Context: an optimization exercise on an open-source flow, tuned for a short achievable clock period and few clock cycles. The choices shown serve that exercise and are no tape-out recipe. At most, simulation tests tie the RTL to the original design; equivalence was not proved. No activity file was given, so power comes from the tool's default toggle rates.

## old
==> module dma_read_engine, before the edit <==
module dma_read_engine (
    input  logic        clk_i,
    input  logic        rst_i,
    input  logic        busy_i,
    input  logic [31:0] src_i,
    input  logic [31:0] len_i,
    input  logic [7:0]  burst_i,
    input  logic        load_i,       
    input  logic        free_i,       
    output logic        avail_o,      
    output logic [31:0] addr_o,
    output logic [7:0]  beats_o,
    output logic [7:0]  first_beats_o
);
    localparam int ADDR_W     = 32;
    localparam int DATA_W     = 64;
    localparam int BEAT_BYTES = 8;
    localparam int REG_ADDR_W = 5;
    localparam logic [4:0] REG_SRC   = 5'h00;
    localparam logic [4:0] REG_DST   = 5'h08;
    localparam logic [4:0] REG_LEN   = 5'h10;
    localparam logic [4:0] REG_BURST = 5'h18;
    localparam logic [4:0] REG_CTRL  = 5'h1C;
    localparam int CTRL_START = 0;
    localparam int CTRL_DONE  = 1;
    localparam int CTRL_BUSY  = 2;
    localparam int FIFO_DEPTH = 24;
    localparam int FIFO_IDX_W = $clog2(FIFO_DEPTH);
    localparam int FREE_W     = FIFO_IDX_W + 1;
    localparam int BEATS_W    = 30;
    localparam int SL_W = BEATS_W + 1;
    logic [31:0]        addr_q;
    logic [31:0]        addr_nx_q;   
    logic [BEATS_W-1:0] left_q;      
    logic [SL_W-1:0]    l1_q;        
    logic [SL_W-1:0]    l2_q;        
    logic [4:0]         bmax_q;      
    logic [5:0]         bmax2_q;     
    logic [7:0]         taken_q;     
    logic [7:0]         given_q;     
    logic [7:0]         used;        
    logic [FREE_W-1:0]  free_q;      
    logic               prep_q;      
    logic               first_q;     
    logic               avail_q;
    logic [4:0]         bmax_cfg;
    logic [BEATS_W-1:0] beats_cfg;
    logic               full;        
    logic               more;        
    logic [4:0]         size;
    logic               take;
    logic               av_t0, av_t1, av_n0, av_n1;
    always_comb begin
        if (burst_i == 8'd0) begin
            bmax_cfg = 5'd1;
        end else if (burst_i > 8'd16) begin
            bmax_cfg = 5'd16;
        end else begin
            bmax_cfg = burst_i[4:0];
        end
    end
    assign beats_cfg = BEATS_W'(len_i[31:3]) + BEATS_W'(len_i[2:0] != 3'd0);
    always_comb begin
        if ((len_i[31:7] != '0) || ({1'b0, len_i[6:0]} > {bmax_cfg - 5'd1, 3'b000})) begin
            first_beats_o = 8'(bmax_cfg);
        end else begin
            first_beats_o = 8'(len_i[7:3]) + 8'(len_i[2:0] != 3'd0);
        end
    end
    assign full  = !l1_q[SL_W-1];
    assign more  = full && (l1_q != '0);
    assign size  = full ? bmax_q : left_q[4:0];
    assign avail_o = avail_q;
    assign addr_o  = addr_q;
    assign beats_o = 8'(size);
    assign take = load_i || first_q;
    assign used   = taken_q - given_q;
    assign free_q = FREE_W'(FIFO_DEPTH - 1) - FREE_W'(used);
    assign av_t0 = more && ({1'b0, free_q} >= (FREE_W+1)'(bmax2_q));
    assign av_t1 = more && ({1'b0, free_q} + 1'b1 >= (FREE_W+1)'(bmax2_q));
    assign av_n0 = (left_q != '0) && (free_q >= FREE_W'(size));
    assign av_n1 = (left_q != '0) && ({1'b0, free_q} + 1'b1 >= (FREE_W+1)'(size));
    always_ff @(posedge clk_i) begin
        if (!busy_i) begin
            addr_q  <= src_i;
            addr_nx_q <= src_i + {24'd0, bmax_cfg, 3'b000};
            left_q  <= beats_cfg;
            bmax_q  <= bmax_cfg;
            bmax2_q <= {bmax_cfg, 1'b0};
            taken_q <= '0;
            given_q <= '0;
        end else if (prep_q) begin
            l1_q <= SL_W'(left_q) - SL_W'(bmax_q);
            l2_q <= SL_W'(left_q) - SL_W'(bmax2_q);
        end else begin
            if (take) begin
                addr_q    <= addr_nx_q;
                addr_nx_q <= addr_nx_q + {24'd0, bmax_q, 3'b000};
                if (full) begin
                    left_q <= l1_q[BEATS_W-1:0];
                    l1_q   <= l2_q;
                    l2_q   <= l2_q - SL_W'(bmax_q);
                end else begin
                    left_q <= '0;
                    l1_q   <= {SL_W{1'b1}};
                    l2_q   <= {SL_W{1'b1}};
                end
            end
            if (take) begin
                taken_q <= taken_q + 8'(size);
            end
            if (free_i) begin
                given_q <= given_q + 1'b1;
            end
        end
    end
    always_ff @(posedge clk_i or negedge rst_i) begin
        if (!rst_i) begin
            prep_q  <= 1'b0;
            first_q <= 1'b0;
            avail_q <= 1'b0;
        end else if (!busy_i) begin
            prep_q  <= (len_i != '0);
            first_q <= 1'b0;
            avail_q <= 1'b0;
        end else if (prep_q) begin
            prep_q  <= 1'b0;
            first_q <= 1'b1;
            avail_q <= 1'b0;
        end else begin
            first_q <= 1'b0;
            case ({take, free_i})
                2'b10:   avail_q <= av_t0;
                2'b11:   avail_q <= av_t1;
                2'b01:   avail_q <= av_n1;
                default: avail_q <= av_n0;
            endcase
        end
    end
endmodule
==> flow/config.mk <==
export PLATFORM = sky130hd
export DESIGN_NAME = dma_top
export DESIGN_NICKNAME = dma_top
export VERILOG_FILES = /design/flow/design.v
export SDC_FILE = /design/flow/constraint.sdc
export NUM_CORES = 4
export LEC_CHECK = 0
export CAP_MARGIN = 20
export CORE_MARGIN = 2
export CORE_UTILIZATION = 60
export SLEW_MARGIN = 20
export TNS_END_PERCENT = 100
==> flow/constraint.sdc <==
create_clock -name core_clock -period 9.0 [get_ports {clk_i}]
set_input_delay 1.8000 -clock core_clock [delete_from_list [all_inputs] [get_ports {clk_i}]]
set_output_delay 1.8000 -clock core_clock [all_outputs]
set_load 0.01 [all_outputs]
standard.sh (not shown) runs the stock make flow with config.mk's settings and CLKGATE_MAP_FILE= SYNTH_SCRIPT=/design/flow/synth_recipe.tcl, a recipe that flattens the netlist after the stock synthesis.
==> flow/flow/run.sh <==
#!/bin/bash
set -euo pipefail
bash standard.sh SETUP_SLACK_MARGIN=6.0 finish > make.log 2>&1
Both conditions hold for old: the flow ran to the end and the final layout passed the timing, DRC and antenna checks.
What new does differently from old at the input level:
diff --git a/flow/design.v b/flow/design.v
--- a/flow/design.v
+++ b/flow/design.v
@@ -227,15 +227,11 @@
     localparam int BEATS_W    = 30;
     localparam int SL_W = BEATS_W + 1;
     logic [31:0]        addr_q;
-    logic [31:0]        addr_nx_q;   
     logic [BEATS_W-1:0] left_q;      
     logic [SL_W-1:0]    l1_q;        
     logic [SL_W-1:0]    l2_q;        
     logic [4:0]         bmax_q;      
     logic [5:0]         bmax2_q;     
-    logic [7:0]         taken_q;     
-    logic [7:0]         given_q;     
-    logic [7:0]         used;        
     logic [FREE_W-1:0]  free_q;      
     logic               prep_q;      
     logic               first_q;     
@@ -271,8 +267,6 @@
     assign addr_o  = addr_q;
     assign beats_o = 8'(size);
     assign take = load_i || first_q;
-    assign used   = taken_q - given_q;
-    assign free_q = FREE_W'(FIFO_DEPTH - 1) - FREE_W'(used);
     assign av_t0 = more && ({1'b0, free_q} >= (FREE_W+1)'(bmax2_q));
     assign av_t1 = more && ({1'b0, free_q} + 1'b1 >= (FREE_W+1)'(bmax2_q));
     assign av_n0 = (left_q != '0) && (free_q >= FREE_W'(size));
@@ -280,19 +274,16 @@
     always_ff @(posedge clk_i) begin
         if (!busy_i) begin
             addr_q  <= src_i;
-            addr_nx_q <= src_i + {24'd0, bmax_cfg, 3'b000};
             left_q  <= beats_cfg;
             bmax_q  <= bmax_cfg;
             bmax2_q <= {bmax_cfg, 1'b0};
-            taken_q <= '0;
-            given_q <= '0;
+            free_q  <= FREE_W'(FIFO_DEPTH - 1);
         end else if (prep_q) begin
             l1_q <= SL_W'(left_q) - SL_W'(bmax_q);
             l2_q <= SL_W'(left_q) - SL_W'(bmax2_q);
         end else begin
             if (take) begin
-                addr_q    <= addr_nx_q;
-                addr_nx_q <= addr_nx_q + {24'd0, bmax_q, 3'b000};
+                addr_q <= addr_q + {24'd0, size, 3'b000};
                 if (full) begin
                     left_q <= l1_q[BEATS_W-1:0];
                     l1_q   <= l2_q;
@@ -303,12 +294,12 @@
                     l2_q   <= {SL_W{1'b1}};
                 end
             end
-            if (take) begin
-                taken_q <= taken_q + 8'(size);
-            end
-            if (free_i) begin
-                given_q <= given_q + 1'b1;
-            end
+            case ({take, free_i})
+                2'b10:   free_q <= free_q - FREE_W'(size);
+                2'b11:   free_q <= free_q - FREE_W'(size) + 1'b1;
+                2'b01:   free_q <= free_q + 1'b1;
+                default: ;
+            endcase
         end
     end
     always_ff @(posedge clk_i or negedge rst_i) begin
old -> new: routed wire length decreased by a few percent
Between new and old, the worst setup slack for register-to-register paths is lower for old.
Diff old..new | number of port buffers | unchanged
Setup slack at placement down 0.57 ns in new wrt old
Compared new vs old, and sequential cell fraction of total power is down in new.
Diff old -> new | number of clock buffers in the layout | decrease of about 11%
Between new and old, it is new whose maximum operating frequency is higher, by 0.57%.
Compared with old, new shows sequential element share of the synthesized area higher by 0.92 points.
Testbench counts of new, summed over its fixed seeds: cycles 23,605.
No functional check of the RTL was part of old.


dma_top, a different RTL version from the one above (not shown whole).
Size: about 5500 cells after synthesis, ~2100 flip-flops, about 310 I/O pins, roughly 84000 um2 of cells after synthesis.
==> module dma_regs, before the edit <==
module dma_regs (
    input  logic        clk_i,
    input  logic        rst_i,
    input  logic        reg_en_i,
    input  logic        reg_we_i,
    input  logic [4:0]  reg_addr_i,
    input  logic [63:0] reg_wdata_i,
    input  logic        xfer_done_i,
    output logic [63:0] reg_rdata_o,
    output logic        start_o,
    output logic        busy_o,
    output logic [31:0] src_o,
    output logic [31:0] dst_o,
    output logic [31:0] len_o,
    output logic [7:0]  burst_o,
    output logic        done_o
);
    localparam int ADDR_W     = 32;
    localparam int DATA_W     = 64;
    localparam int BEAT_BYTES = 8;
    localparam int REG_ADDR_W = 5;
    localparam logic [4:0] REG_SRC   = 5'h00;
    localparam logic [4:0] REG_DST   = 5'h08;
    localparam logic [4:0] REG_LEN   = 5'h10;
    localparam logic [4:0] REG_BURST = 5'h18;
    localparam logic [4:0] REG_CTRL  = 5'h1C;
    localparam int CTRL_START = 0;
    localparam int CTRL_DONE  = 1;
    localparam int CTRL_BUSY  = 2;
    localparam int FIFO_DEPTH = 24;
    localparam int FIFO_IDX_W = $clog2(FIFO_DEPTH);
    localparam int FREE_W     = FIFO_IDX_W + 1;
    localparam int BEATS_W    = 30;
    logic [31:0] src_q;
    logic [31:0] dst_q;
    logic [31:0] len_q;
    logic [7:0]  burst_q;
    logic        start_q;
    logic        done_q;
    logic        busy_q;
    logic        wr_en;
    logic        start_wr;
    logic [63:0] ctrl_val;
    logic [63:0] rd_mux;
    assign wr_en    = reg_en_i && reg_we_i;
    assign start_wr = wr_en && (reg_addr_i == REG_CTRL) && reg_wdata_i[CTRL_START] && !busy_q;
    always_comb begin
        ctrl_val             = '0;
        ctrl_val[CTRL_START] = start_q;
        ctrl_val[CTRL_DONE]  = done_q;
        ctrl_val[CTRL_BUSY]  = busy_q;
    end
    always_comb begin
        case (reg_addr_i)
            REG_SRC:   rd_mux = 64'(src_q);
            REG_DST:   rd_mux = 64'(dst_q);
            REG_LEN:   rd_mux = 64'(len_q);
            REG_BURST: rd_mux = 64'(burst_q);
            REG_CTRL:  rd_mux = ctrl_val;
            default:   rd_mux = '0;
        endcase
    end
    always_ff @(posedge clk_i or negedge rst_i) begin
        if (!rst_i) begin
            src_q   <= '0;
            dst_q   <= '0;
            len_q   <= '0;
            burst_q <= '0;
            start_q <= 1'b0;
            done_q  <= 1'b0;
            busy_q  <= 1'b0;
        end else begin
            if (wr_en && !busy_q) begin
                case (reg_addr_i)
                    REG_SRC:   src_q   <= reg_wdata_i[ADDR_W-1:0];
                    REG_DST:   dst_q   <= reg_wdata_i[ADDR_W-1:0];
                    REG_LEN:   len_q   <= reg_wdata_i[31:0];
                    REG_BURST: burst_q <= reg_wdata_i[7:0];
                    default: ;
                endcase
            end
            if (start_wr) begin
                start_q <= 1'b1;
                busy_q  <= 1'b1;
                done_q  <= 1'b0;
            end else if (xfer_done_i) begin
                start_q <= 1'b0;
                busy_q  <= 1'b0;
                done_q  <= 1'b1;
            end
        end
    end
    always_ff @(posedge clk_i) begin
        if (reg_en_i && !reg_we_i) begin
            reg_rdata_o <= rd_mux;
        end
    end
    assign start_o = start_wr;
    assign busy_o  = busy_q;
    assign src_o   = src_q;
    assign dst_o   = dst_q;
    assign len_o   = len_q;
    assign burst_o = burst_q;
    assign done_o  = done_q;
endmodule
==> module dma_bus_arbiter, before the edit <==
module dma_bus_arbiter (
    input  logic        clk_i,
    input  logic        rst_i,
    input  logic        busy_i,
    input  logic        start_i,
    input  logic [31:0] src_i,
    input  logic [7:0]  first_beats_i,
    input  logic        first_valid_i,
    input  logic        rd_avail_i,
    input  logic [31:0] rd_addr_i,
    input  logic [7:0]  rd_beats_i,
    input  logic        wr_avail_i,
    input  logic [31:0] wr_addr_i,
    input  logic [63:0] wr_wdata_i,
    input  logic        wr_last_i,
    input  logic        mem_gnt_i,
    output logic        rd_load_o,
    output logic        wr_load_o,
    output logic        wr_pend_o,
    output logic        burst_end_o,
    output logic        mem_req_o,
    output logic        mem_we_o,
    output logic [31:0] mem_addr_o,
    output logic [63:0] mem_wdata_o,
    output logic [7:0]  mem_beats_o,
    output logic        mem_last_o
);
    localparam int ADDR_W     = 32;
    localparam int DATA_W     = 64;
    localparam int BEAT_BYTES = 8;
    localparam int REG_ADDR_W = 5;
    localparam logic [4:0] REG_SRC   = 5'h00;
    localparam logic [4:0] REG_DST   = 5'h08;
    localparam logic [4:0] REG_LEN   = 5'h10;
    localparam logic [4:0] REG_BURST = 5'h18;
    localparam logic [4:0] REG_CTRL  = 5'h1C;
    localparam int CTRL_START = 0;
    localparam int CTRL_DONE  = 1;
    localparam int CTRL_BUSY  = 2;
    localparam int FIFO_DEPTH = 24;
    localparam int FIFO_IDX_W = $clog2(FIFO_DEPTH);
    localparam int FREE_W     = FIFO_IDX_W + 1;
    localparam int BEATS_W    = 30;
    logic        req_q;
    logic        we_q;
    logic [31:0] addr_q;
    logic [7:0]  beats_q;
    logic [63:0] wdata_q;
    logic        last_q;
    logic        want;
    logic        rd_g, rd_ng, wr_g, wr_ng;
    logic        load;
    assign want  = rd_avail_i || wr_avail_i;
    assign rd_g  = busy_i && rd_avail_i;
    assign rd_ng = rd_g && !req_q;
    assign wr_g  = busy_i && !rd_avail_i && wr_avail_i;
    assign wr_ng = wr_g && !req_q;
    assign rd_load_o = (mem_gnt_i && rd_g) || rd_ng;
    assign wr_load_o = (mem_gnt_i && wr_g) || wr_ng;
    assign load      = !busy_i || rd_load_o || wr_load_o;
    assign wr_pend_o   = req_q && we_q;
    assign burst_end_o = req_q && we_q && last_q && mem_gnt_i;
    assign mem_req_o   = req_q;
    assign mem_we_o    = we_q;
    assign mem_addr_o  = addr_q;
    assign mem_wdata_o = wdata_q;
    assign mem_beats_o = beats_q;
    assign mem_last_o  = last_q;
    always_ff @(posedge clk_i or negedge rst_i) begin
        if (!rst_i) begin
            req_q <= 1'b0;
        end else if (!busy_i) begin
            req_q <= start_i && first_valid_i;
        end else begin
            req_q <= (busy_i && want) || (req_q && !mem_gnt_i);
        end
    end
    always_ff @(posedge clk_i) begin
        if (load) begin
            if (!busy_i) begin
                we_q    <= 1'b0;
                addr_q  <= src_i;
                beats_q <= first_beats_i;
                last_q  <= 1'b0;
            end else if (rd_avail_i) begin
                we_q    <= 1'b0;
                addr_q  <= rd_addr_i;
                beats_q <= rd_beats_i;
                last_q  <= 1'b0;
            end else begin
                we_q    <= 1'b1;
                addr_q  <= wr_addr_i;
                beats_q <= 8'd1;
                last_q  <= wr_last_i;
            end
        end
        if (wr_load_o) begin
            wdata_q <= wr_wdata_i;
        end
    end
endmodule
==> flow/config.mk <==
export PLATFORM = sky130hd
export DESIGN_NAME = dma_top
export DESIGN_NICKNAME = dma_top
export VERILOG_FILES = /design/flow/design.v
export SDC_FILE = /design/flow/constraint.sdc
export NUM_CORES = 4
export LEC_CHECK = 0
export CAP_MARGIN = 20
export CORE_MARGIN = 2
export CORE_UTILIZATION = 60
export SLEW_MARGIN = 20
export TNS_END_PERCENT = 100
==> flow/constraint.sdc <==
create_clock -name core_clock -period 9.0 [get_ports {clk_i}]
set_input_delay 1.8000 -clock core_clock [delete_from_list [all_inputs] [get_ports {clk_i}]]
set_output_delay 1.8000 -clock core_clock [all_outputs]
set_load 0.01 [all_outputs]
Scripts as last shown in full above: flow/flow/run.sh
The starting point completed with no timing, DRC or antenna violations.
Testbench counts at the start, summed over its fixed seeds: cycles 23,733.
Next try:
--- a/flow/design.v
+++ b/flow/design.v
@@ -108,6 +108,8 @@
         end
     end
-    always_ff @(posedge clk_i) begin
-        if (reg_en_i && !reg_we_i) begin
+    always_ff @(posedge clk_i or negedge rst_i) begin
+        if (!rst_i) begin
+            reg_rdata_o <= '0;
+        end else if (reg_en_i && !reg_we_i) begin
             reg_rdata_o <= rd_mux;
         end
@@ -484,25 +486,33 @@
         end
     end
-    always_ff @(posedge clk_i) begin
-        if (load) begin
-            if (!busy_i) begin
-                we_q    <= 1'b0;
-                addr_q  <= src_i;
-                beats_q <= first_beats_i;
-                last_q  <= 1'b0;
-            end else if (rd_avail_i) begin
-                we_q    <= 1'b0;
-                addr_q  <= rd_addr_i;
-                beats_q <= rd_beats_i;
-                last_q  <= 1'b0;
-            end else begin
-                we_q    <= 1'b1;
-                addr_q  <= wr_addr_i;
-                beats_q <= 8'd1;
-                last_q  <= wr_last_i;
+    always_ff @(posedge clk_i or negedge rst_i) begin
+        if (!rst_i) begin
+            we_q    <= 1'b0;
+            addr_q  <= '0;
+            beats_q <= '0;
+            last_q  <= 1'b0;
+            wdata_q <= '0;
+        end else begin
+            if (load) begin
+                if (!busy_i) begin
+                    we_q    <= 1'b0;
+                    addr_q  <= src_i;
+                    beats_q <= first_beats_i;
+                    last_q  <= 1'b0;
+                end else if (rd_avail_i) begin
+                    we_q    <= 1'b0;
+                    addr_q  <= rd_addr_i;
+                    beats_q <= rd_beats_i;
+                    last_q  <= 1'b0;
+                end else begin
+                    we_q    <= 1'b1;
+                    addr_q  <= wr_addr_i;
+                    beats_q <= 8'd1;
+                    last_q  <= wr_last_i;
+                end
+            end
+            if (wr_load_o) begin
+                wdata_q <= wr_wdata_i;
             end
-        end
-        if (wr_load_o) begin
-            wdata_q <= wr_wdata_i;
         end
     end
The new run produced a clean layout.
Clock power falls by about 0.6%.
Cell count rises by 1.5%.
Combinational power rises by 26%.
Synthesized area hardly moves.
Final area rises by 1.7%.
Total power rises by 2.5%.
Global-route usage rises by 1.3 points.
Sequential power is about the same.
The RTL of the second run of this note was laid out without a check of its function.

[separate check: timing with driven ports]
The flow's constraints put no driver on any port. The routed layouts listed below were extracted and timed again, unchanged, in two steps. Step 1: set_driving_cell puts a clkbuf_16 on clk_i and a buf_2 on each other input, an assumption about the parent block. Step 2 also shifts input and output timing later by t, the mid clock arrival at the registers, as if the neighbouring blocks saw the same clock. a / b / c = no drivers / after step 1 / after step 2; a / b = the first two.
run | t, ns | slack for setup (ns) | worst setup path after step 2 | worst data-port slew with drivers (ns) | pins driven straight from the clock port
old | 0.911 | 5.719 / 5.625 / 5.175 | input to register | 0.18 | 1
new | 0.910 | 5.738 / 5.647 / 5.068 | input to register | 0.18 | 1
the first run of note 2 | 0.911 | 5.649 / 5.567 / 5.174 | input to register | 0.17 | 1
the second run of note 2 | 0.915 | 5.707 / 5.618 / 5.162 | input to register | 0.15 | 1
After both steps every run listed still meets setup and hold. The setup slack of new, which loses most, moves by -0.091 ns with the drivers and by -0.670 ns with both steps.
